Source: an optimization exercise on an open RTL-to-GDS flow (aim: small area, a short achievable clock period and few clock cycles). Production flows keep margins and buffers that such runs may drop. Where RTL was checked, it was by simulation tests only, not by an equivalence proof against the original.

==> inputs of run G <==
==> flow/design.v (excerpt) <==
module fft_stage_top
(
	input logic clk,
	input logic reset,
	input logic start,
	input fft_pkg::level_t level,
	input logic load_en,
	input fft_pkg::addr_t load_addr,
	input fft_pkg::sample_t load_real,
	input fft_pkg::sample_t load_imag,
	input fft_pkg::addr_t rd_addr,
	output logic busy,
	output logic done,
	output fft_pkg::sample_t rd_real,
	output fft_pkg::sample_t rd_imag
);
Settings: LEC_CHECK=0, CAP_MARGIN=20, CORE_MARGIN=2, CORE_UTILIZATION=65, CTS_BUF_LIST=sky130_fd_sc_hd__clkbuf_8, CTS_CLUSTER_SIZE=20, SETUP_SLACK_MARGIN=5, SLEW_MARGIN=20, TNS_END_PERCENT=5; clock period 8.5 ns.
run.sh (not shown) runs the stock make flow with config.mk's settings and CLKGATE_MAP_FILE= SYNTH_SCRIPT=/design/flow/synth_recipe.tcl, a recipe that flattens the netlist after the stock synthesis.
==> inputs of run F, as changes to run G <==
--- a/flow/design.v
+++ b/flow/design.v
@@ -92,10 +92,11 @@
 endmodule
 `timescale 1ns/1ps
 module sample_buffer
 (
 	input logic clk,
+	input logic run,
 	input logic [2:0] ri0,
 	input logic [2:0] ri1,
 	input logic [1:0] start_sel,
 	output logic [31:0] rd0,
 	output logic [31:0] rd1,
@@ -111,12 +112,15 @@
 	output fft_pkg::sample_t rd_real,
 	output fft_pkg::sample_t rd_imag
 );
 	logic [31:0] bank0 [0:7];
 	logic [31:0] bank1 [0:7];
-	assign rd0 = bank0[ri0];
-	assign rd1 = bank1[ri1];
+	logic [2:0] ri0_eff, ri1_eff;
+	assign ri0_eff = run ? ri0 : rd_addr[2:0];
+	assign ri1_eff = run ? ri1 : rd_addr[2:0];
+	assign rd0 = bank0[ri0_eff];
+	assign rd1 = bank1[ri1_eff];
 	assign x0_start = bank0[0];
 	always_comb
 	begin
 		case (start_sel)
 			2'd0: xs_start = bank1[0];
@@ -125,14 +129,11 @@
 			default: xs_start = bank1[1];
 		endcase
 	end
 	always_ff @(posedge clk)
 	begin
-		if (^rd_addr)
-			{rd_real, rd_imag} <= bank1[rd_addr[2:0]];
-		else
-			{rd_real, rd_imag} <= bank0[rd_addr[2:0]];
+		{rd_real, rd_imag} <= (^rd_addr) ? rd1 : rd0;
 	end
 	always_ff @(posedge clk)
 	begin
 		if (we0) bank0[wi0] <= wd0;
 		if (we1) bank1[wi1] <= wd1;
@@ -164,14 +165,12 @@
 	output logic [31:0] wd1
 );
 	logic [31:0] xe_r, xo_r;
 	logic [2:0] r_wi0, r_wi1;
 	logic r_swap;
-	logic [31:0] xo_n;
-	assign xo_n = rs_swap ? rd0 : rd1;
 	assign xe_r = rs_start ? x0_start : (rs_swap ? rd1 : rd0);
-	assign xo_r = rs_start ? xs_start : xo_n;
+	assign xo_r = rs_start ? xs_start : (rs_swap ? rd0 : rd1);
 	assign r_wi0 = rs_start ? 3'd0 : rs_ri0;
 	assign r_wi1 = rs_start ? {rs_level == 2'd1, rs_level == 2'd2, rs_level == 2'd3} : rs_ri1;
 	assign r_swap = rs_start ? 1'b0 : rs_swap;
 	fft_pkg::pair_t k;
 	logic [11:0] r_g;
@@ -190,37 +189,49 @@
 	logic a_swap, a_k2;
 	logic [31:0] a_xe, a_xo;
 	logic [11:0] a_g;
 	logic a_w2, a_sa, a_sb, a_ta, a_tb;
 	logic a_re_nc, a_re_ns, a_im_nc, a_im_ns, a_im_ne;
-	assign a_valid = rs_valid && !rs_bypass;
-	assign a_last = rs_valid && !rs_bypass && rs_last;
-	assign a_wi0 = r_wi0;
-	assign a_wi1 = r_wi1;
-	assign a_swap = r_swap;
-	assign a_xe = xe_r;
-	assign a_xo = xo_r;
-	assign a_g = r_g;
-	assign a_k2 = !k[2];
-	assign a_w2 = r_w2;
-	assign a_sa = (k == 3'd0) || (k == 3'd1) || (k == 3'd7);
-	assign a_sb = (k == 3'd3) || (k == 3'd4) || (k == 3'd5);
-	assign a_ta = r_ta;
-	assign a_tb = !r_ta && !r_w2;
-	assign a_re_nc = (k == 3'd7);
-	assign a_re_ns = (k == 3'd5);
-	assign a_im_nc = (k >= 3'd3);
-	assign a_im_ns = (k == 3'd1) || (k >= 3'd5);
-	assign a_im_ne = (k == 3'd6);
-	logic [16:0] xr17, xi17, xr17_n, xi17_n, ua, ub, ure, uim;
+	always_ff @(posedge clk)
+	begin
+		if (reset)
+		begin
+			a_valid <= 1'b0;
+			a_last <= 1'b0;
+		end
+		else
+		begin
+			a_valid <= rs_valid && !rs_bypass;
+			a_last <= rs_valid && !rs_bypass && rs_last;
+		end
+	end
+	always_ff @(posedge clk)
+	begin
+		a_wi0 <= r_wi0;
+		a_wi1 <= r_wi1;
+		a_swap <= r_swap;
+		a_xe <= xe_r;
+		a_xo <= xo_r;
+		a_g <= r_g;
+		a_k2 <= !k[2];
+		a_w2 <= r_w2;
+		a_sa <= (k == 3'd0) || (k == 3'd1) || (k == 3'd7);
+		a_sb <= (k == 3'd3) || (k == 3'd4) || (k == 3'd5);
+		a_ta <= r_ta;
+		a_tb <= !r_ta && !r_w2;
+		a_re_nc <= (k == 3'd7);
+		a_re_ns <= (k == 3'd5);
+		a_im_nc <= (k >= 3'd3);
+		a_im_ns <= (k == 3'd1) || (k >= 3'd5);
+		a_im_ne <= (k == 3'd6);
+	end
+	logic [16:0] xr17, xi17, ua, ub, ure, uim;
 	logic [16:0] re_c, re_s, im_c, im_s;
 	assign xr17 = {a_xo[31], a_xo[31:16]};
 	assign xi17 = {a_xo[15], a_xo[15:0]};
-	assign xr17_n = {xo_n[31], xo_n[31:16]};
-	assign xi17_n = {xo_n[15], xo_n[15:0]};
-	assign ua = xr17_n + xi17_n;
-	assign ub = xi17_n - xr17_n;
+	assign ua = xr17 + xi17;
+	assign ub = xi17 - xr17;
 	assign ure = a_k2 ? ua : ub;
 	assign uim = a_k2 ? ub : ua;
 	assign re_c = ({17{a_sa}} & xr17) | ({17{a_sb}} & xi17) | ({17{a_w2}} & ure);
 	assign re_s = ({17{a_ta}} & xi17) | ({17{a_tb}} & xr17) | ({17{a_w2}} & ure);
 	assign im_c = ({17{a_sa}} & xi17) | ({17{a_sb}} & xr17) | ({17{a_w2}} & uim);
@@ -1039,11 +1050,11 @@
 	assign wi1 = bf_we ? bf_wi1 : load_addr[2:0];
 	assign wd0 = bf_we ? bf_wd0 : {load_real, load_imag};
 	assign wd1 = bf_we ? bf_wd1 : {load_real, load_imag};
 	sample_buffer u_buf
 	(
-		.clk(clk), .ri0(rs_ri0), .ri1(rs_ri1), .start_sel(rs_start_sel),
+		.clk(clk), .run(rs_run), .ri0(rs_ri0), .ri1(rs_ri1), .start_sel(rs_start_sel),
 		.rd0(rd0), .rd1(rd1), .x0_start(x0_start), .xs_start(xs_start),
 		.we0(we0), .wi0(wi0), .wd0(wd0), .we1(we1), .wi1(wi1), .wd1(wd1),
 		.rd_addr(rd_addr), .rd_real(rd_real), .rd_imag(rd_imag)
 	);
 endmodule
- CORE_UTILIZATION: 65 -> 50
- TNS_END_PERCENT: 5 -> 20
==> inputs of run B, as changes to run G <==
--- a/flow/design.v
+++ b/flow/design.v
@@ -92,10 +92,11 @@
 endmodule
 `timescale 1ns/1ps
 module sample_buffer
 (
 	input logic clk,
+	input logic run,
 	input logic [2:0] ri0,
 	input logic [2:0] ri1,
 	input logic [1:0] start_sel,
 	output logic [31:0] rd0,
 	output logic [31:0] rd1,
@@ -111,12 +112,15 @@
 	output fft_pkg::sample_t rd_real,
 	output fft_pkg::sample_t rd_imag
 );
 	logic [31:0] bank0 [0:7];
 	logic [31:0] bank1 [0:7];
-	assign rd0 = bank0[ri0];
-	assign rd1 = bank1[ri1];
+	logic [2:0] ri0_eff, ri1_eff;
+	assign ri0_eff = run ? ri0 : rd_addr[2:0];
+	assign ri1_eff = run ? ri1 : rd_addr[2:0];
+	assign rd0 = bank0[ri0_eff];
+	assign rd1 = bank1[ri1_eff];
 	assign x0_start = bank0[0];
 	always_comb
 	begin
 		case (start_sel)
 			2'd0: xs_start = bank1[0];
@@ -125,14 +129,11 @@
 			default: xs_start = bank1[1];
 		endcase
 	end
 	always_ff @(posedge clk)
 	begin
-		if (^rd_addr)
-			{rd_real, rd_imag} <= bank1[rd_addr[2:0]];
-		else
-			{rd_real, rd_imag} <= bank0[rd_addr[2:0]];
+		{rd_real, rd_imag} <= (^rd_addr) ? rd1 : rd0;
 	end
 	always_ff @(posedge clk)
 	begin
 		if (we0) bank0[wi0] <= wd0;
 		if (we1) bank1[wi1] <= wd1;
@@ -164,14 +165,12 @@
 	output logic [31:0] wd1
 );
 	logic [31:0] xe_r, xo_r;
 	logic [2:0] r_wi0, r_wi1;
 	logic r_swap;
-	logic [31:0] xo_n;
-	assign xo_n = rs_swap ? rd0 : rd1;
 	assign xe_r = rs_start ? x0_start : (rs_swap ? rd1 : rd0);
-	assign xo_r = rs_start ? xs_start : xo_n;
+	assign xo_r = rs_start ? xs_start : (rs_swap ? rd0 : rd1);
 	assign r_wi0 = rs_start ? 3'd0 : rs_ri0;
 	assign r_wi1 = rs_start ? {rs_level == 2'd1, rs_level == 2'd2, rs_level == 2'd3} : rs_ri1;
 	assign r_swap = rs_start ? 1'b0 : rs_swap;
 	fft_pkg::pair_t k;
 	logic [11:0] r_g;
@@ -190,37 +189,49 @@
 	logic a_swap, a_k2;
 	logic [31:0] a_xe, a_xo;
 	logic [11:0] a_g;
 	logic a_w2, a_sa, a_sb, a_ta, a_tb;
 	logic a_re_nc, a_re_ns, a_im_nc, a_im_ns, a_im_ne;
-	assign a_valid = rs_valid && !rs_bypass;
-	assign a_last = rs_valid && !rs_bypass && rs_last;
-	assign a_wi0 = r_wi0;
-	assign a_wi1 = r_wi1;
-	assign a_swap = r_swap;
-	assign a_xe = xe_r;
-	assign a_xo = xo_r;
-	assign a_g = r_g;
-	assign a_k2 = !k[2];
-	assign a_w2 = r_w2;
-	assign a_sa = (k == 3'd0) || (k == 3'd1) || (k == 3'd7);
-	assign a_sb = (k == 3'd3) || (k == 3'd4) || (k == 3'd5);
-	assign a_ta = r_ta;
-	assign a_tb = !r_ta && !r_w2;
-	assign a_re_nc = (k == 3'd7);
-	assign a_re_ns = (k == 3'd5);
-	assign a_im_nc = (k >= 3'd3);
-	assign a_im_ns = (k == 3'd1) || (k >= 3'd5);
-	assign a_im_ne = (k == 3'd6);
-	logic [16:0] xr17, xi17, xr17_n, xi17_n, ua, ub, ure, uim;
+	always_ff @(posedge clk)
+	begin
+		if (reset)
+		begin
+			a_valid <= 1'b0;
+			a_last <= 1'b0;
+		end
+		else
+		begin
+			a_valid <= rs_valid && !rs_bypass;
+			a_last <= rs_valid && !rs_bypass && rs_last;
+		end
+	end
+	always_ff @(posedge clk)
+	begin
+		a_wi0 <= r_wi0;
+		a_wi1 <= r_wi1;
+		a_swap <= r_swap;
+		a_xe <= xe_r;
+		a_xo <= xo_r;
+		a_g <= r_g;
+		a_k2 <= !k[2];
+		a_w2 <= r_w2;
+		a_sa <= (k == 3'd0) || (k == 3'd1) || (k == 3'd7);
+		a_sb <= (k == 3'd3) || (k == 3'd4) || (k == 3'd5);
+		a_ta <= r_ta;
+		a_tb <= !r_ta && !r_w2;
+		a_re_nc <= (k == 3'd7);
+		a_re_ns <= (k == 3'd5);
+		a_im_nc <= (k >= 3'd3);
+		a_im_ns <= (k == 3'd1) || (k >= 3'd5);
+		a_im_ne <= (k == 3'd6);
+	end
+	logic [16:0] xr17, xi17, ua, ub, ure, uim;
 	logic [16:0] re_c, re_s, im_c, im_s;
 	assign xr17 = {a_xo[31], a_xo[31:16]};
 	assign xi17 = {a_xo[15], a_xo[15:0]};
-	assign xr17_n = {xo_n[31], xo_n[31:16]};
-	assign xi17_n = {xo_n[15], xo_n[15:0]};
-	assign ua = xr17_n + xi17_n;
-	assign ub = xi17_n - xr17_n;
+	assign ua = xr17 + xi17;
+	assign ub = xi17 - xr17;
 	assign ure = a_k2 ? ua : ub;
 	assign uim = a_k2 ? ub : ua;
 	assign re_c = ({17{a_sa}} & xr17) | ({17{a_sb}} & xi17) | ({17{a_w2}} & ure);
 	assign re_s = ({17{a_ta}} & xi17) | ({17{a_tb}} & xr17) | ({17{a_w2}} & ure);
 	assign im_c = ({17{a_sa}} & xi17) | ({17{a_sb}} & xr17) | ({17{a_w2}} & uim);
@@ -1039,11 +1050,11 @@
 	assign wi1 = bf_we ? bf_wi1 : load_addr[2:0];
 	assign wd0 = bf_we ? bf_wd0 : {load_real, load_imag};
 	assign wd1 = bf_we ? bf_wd1 : {load_real, load_imag};
 	sample_buffer u_buf
 	(
-		.clk(clk), .ri0(rs_ri0), .ri1(rs_ri1), .start_sel(rs_start_sel),
+		.clk(clk), .run(rs_run), .ri0(rs_ri0), .ri1(rs_ri1), .start_sel(rs_start_sel),
 		.rd0(rd0), .rd1(rd1), .x0_start(x0_start), .xs_start(xs_start),
 		.we0(we0), .wi0(wi0), .wd0(wd0), .we1(we1), .wi1(wi1), .wd1(wd1),
 		.rd_addr(rd_addr), .rd_real(rd_real), .rd_imag(rd_imag)
 	);
 endmodule
- CORE_UTILIZATION: 65 -> 55
==> flow_summary.toml <==
[layout]
drive_above_1_share_pct = 19.3
stdcell_count = 6240
buffer_area_share_pct = 4.71

[run_status]
status = "timing/DRC/antenna clean"

[timing]
finalWorstSetupSlack_ns = 4.82

[pwr]
internal_power_w = 0.0109
p_sw_w = 0.00713

[synthesis]
synthXorXnorAreaFrac_pct = 4.50
synthMuxAreaShare_pct = 9.17

[die]
die_area_mm2 = 0.0999

[setup_path]
crit_path_start = "u_bfly.w_re_h2[2]"

[global_route]
first_global_vias = 37100

[route]
dr.pass1.iters = 9

[hold_path]
whs_path_depth = 0

[cts]
numCtsBuffers = 161
# the run above: run B

==> flow_summary.toml <==
[global_route]
first_global_vias = 38000

[die]
die_area_mm2 = 0.110
die_y_um = 331

[pwr]
p_sw_w = 0.00722
internal_power_w = 0.0112

[synthesis]
synthMuxAreaShare_pct = 9.17
synthXorXnorAreaFrac_pct = 4.50

[run_status]
status = "timing/DRC/antenna clean"

[setup_path]
crit_path_start = "u_bfly.b_g_re[10]"

[layout]
clockNetworkAreaShare_pct = 5.65
buffer_area_share_pct = 4.73

[hold_path]
hold_end = "u_bfly.b_xe[26]"
whs_path_depth = 0

[timing]
finalCriticalPeriod_ns = 3.82
finalWorstSetupSlack_ns = 4.68

[cts]
cts_tree = "yes"
numCtsBuffers = 162
# the run above: run F

==> flow_summary.toml <==
[cts]
numCtsBuffers = 146

[hold_path]
whs_path_depth = 1

[pwr]
internal_power_w = 0.0120
p_sw_w = 0.00884

[route]
maxUsedRoutingLayer = "met5"

[layout]
sh_seq_area_pct = 36.7
drive_above_1_share_pct = 24.5
buffer_area_share_pct = 4.52
stdcell_count = 5769

[setup_path]
crit_path_start = "u_seq.ri1_q[1]"

[global_route]
first_global_vias = 37200

[timing]
finalWorstSetupSlack_ns = 4.25

[synthesis]
synthXorXnorAreaFrac_pct = 3.23
synth.net_count = 4964

[run_status]
status = "timing/DRC/antenna clean"
# the run above: run G

Testbench counts of run F, summed over its fixed seeds: cycles 10,888.
Testbench counts of run B, summed over its fixed seeds: cycles 10,888.
For run G, only the layout was checked, not whether the RTL still works.

-- static timing again, ports no longer ideal --
In the flow no input, the clock included, has a driving cell. The finished layouts below were timed again as built, in two steps. Step 1 sets driving cells, clkbuf_16 on the clock port and buf_2 on the other inputs (assumed; they add their load-dependent delay and slew). Step 2 moves the port delays by t, midway between the first and last clock arrival at a register: inputs arrive t later, outputs are due t later. That takes back most of the time a late clock gives input paths. Three values: no drivers, after step 1, after step 2; two values: the first two.
run	t (ns)	setup WS [ns]	hold slack, ns	clock arrival spread, ns	cell pins on the clock port's net
run G	0.907	4.250 / 4.250 / 3.433	0.414 / 0.414 / 0.414	0.058 / 0.058	1
run F	0.932	4.676 / 4.676 / 3.839	0.302 / 0.302 / 0.302	0.062 / 0.062	1
run B	0.942	4.819 / 4.819 / 3.969	0.315 / 0.315 / 0.315	0.059 / 0.059	1
After both steps setup and hold are still met in every run listed. For run B, which loses most, drivers alone change the setup slack by 0.000 ns; drivers and shift together by -0.850 ns.
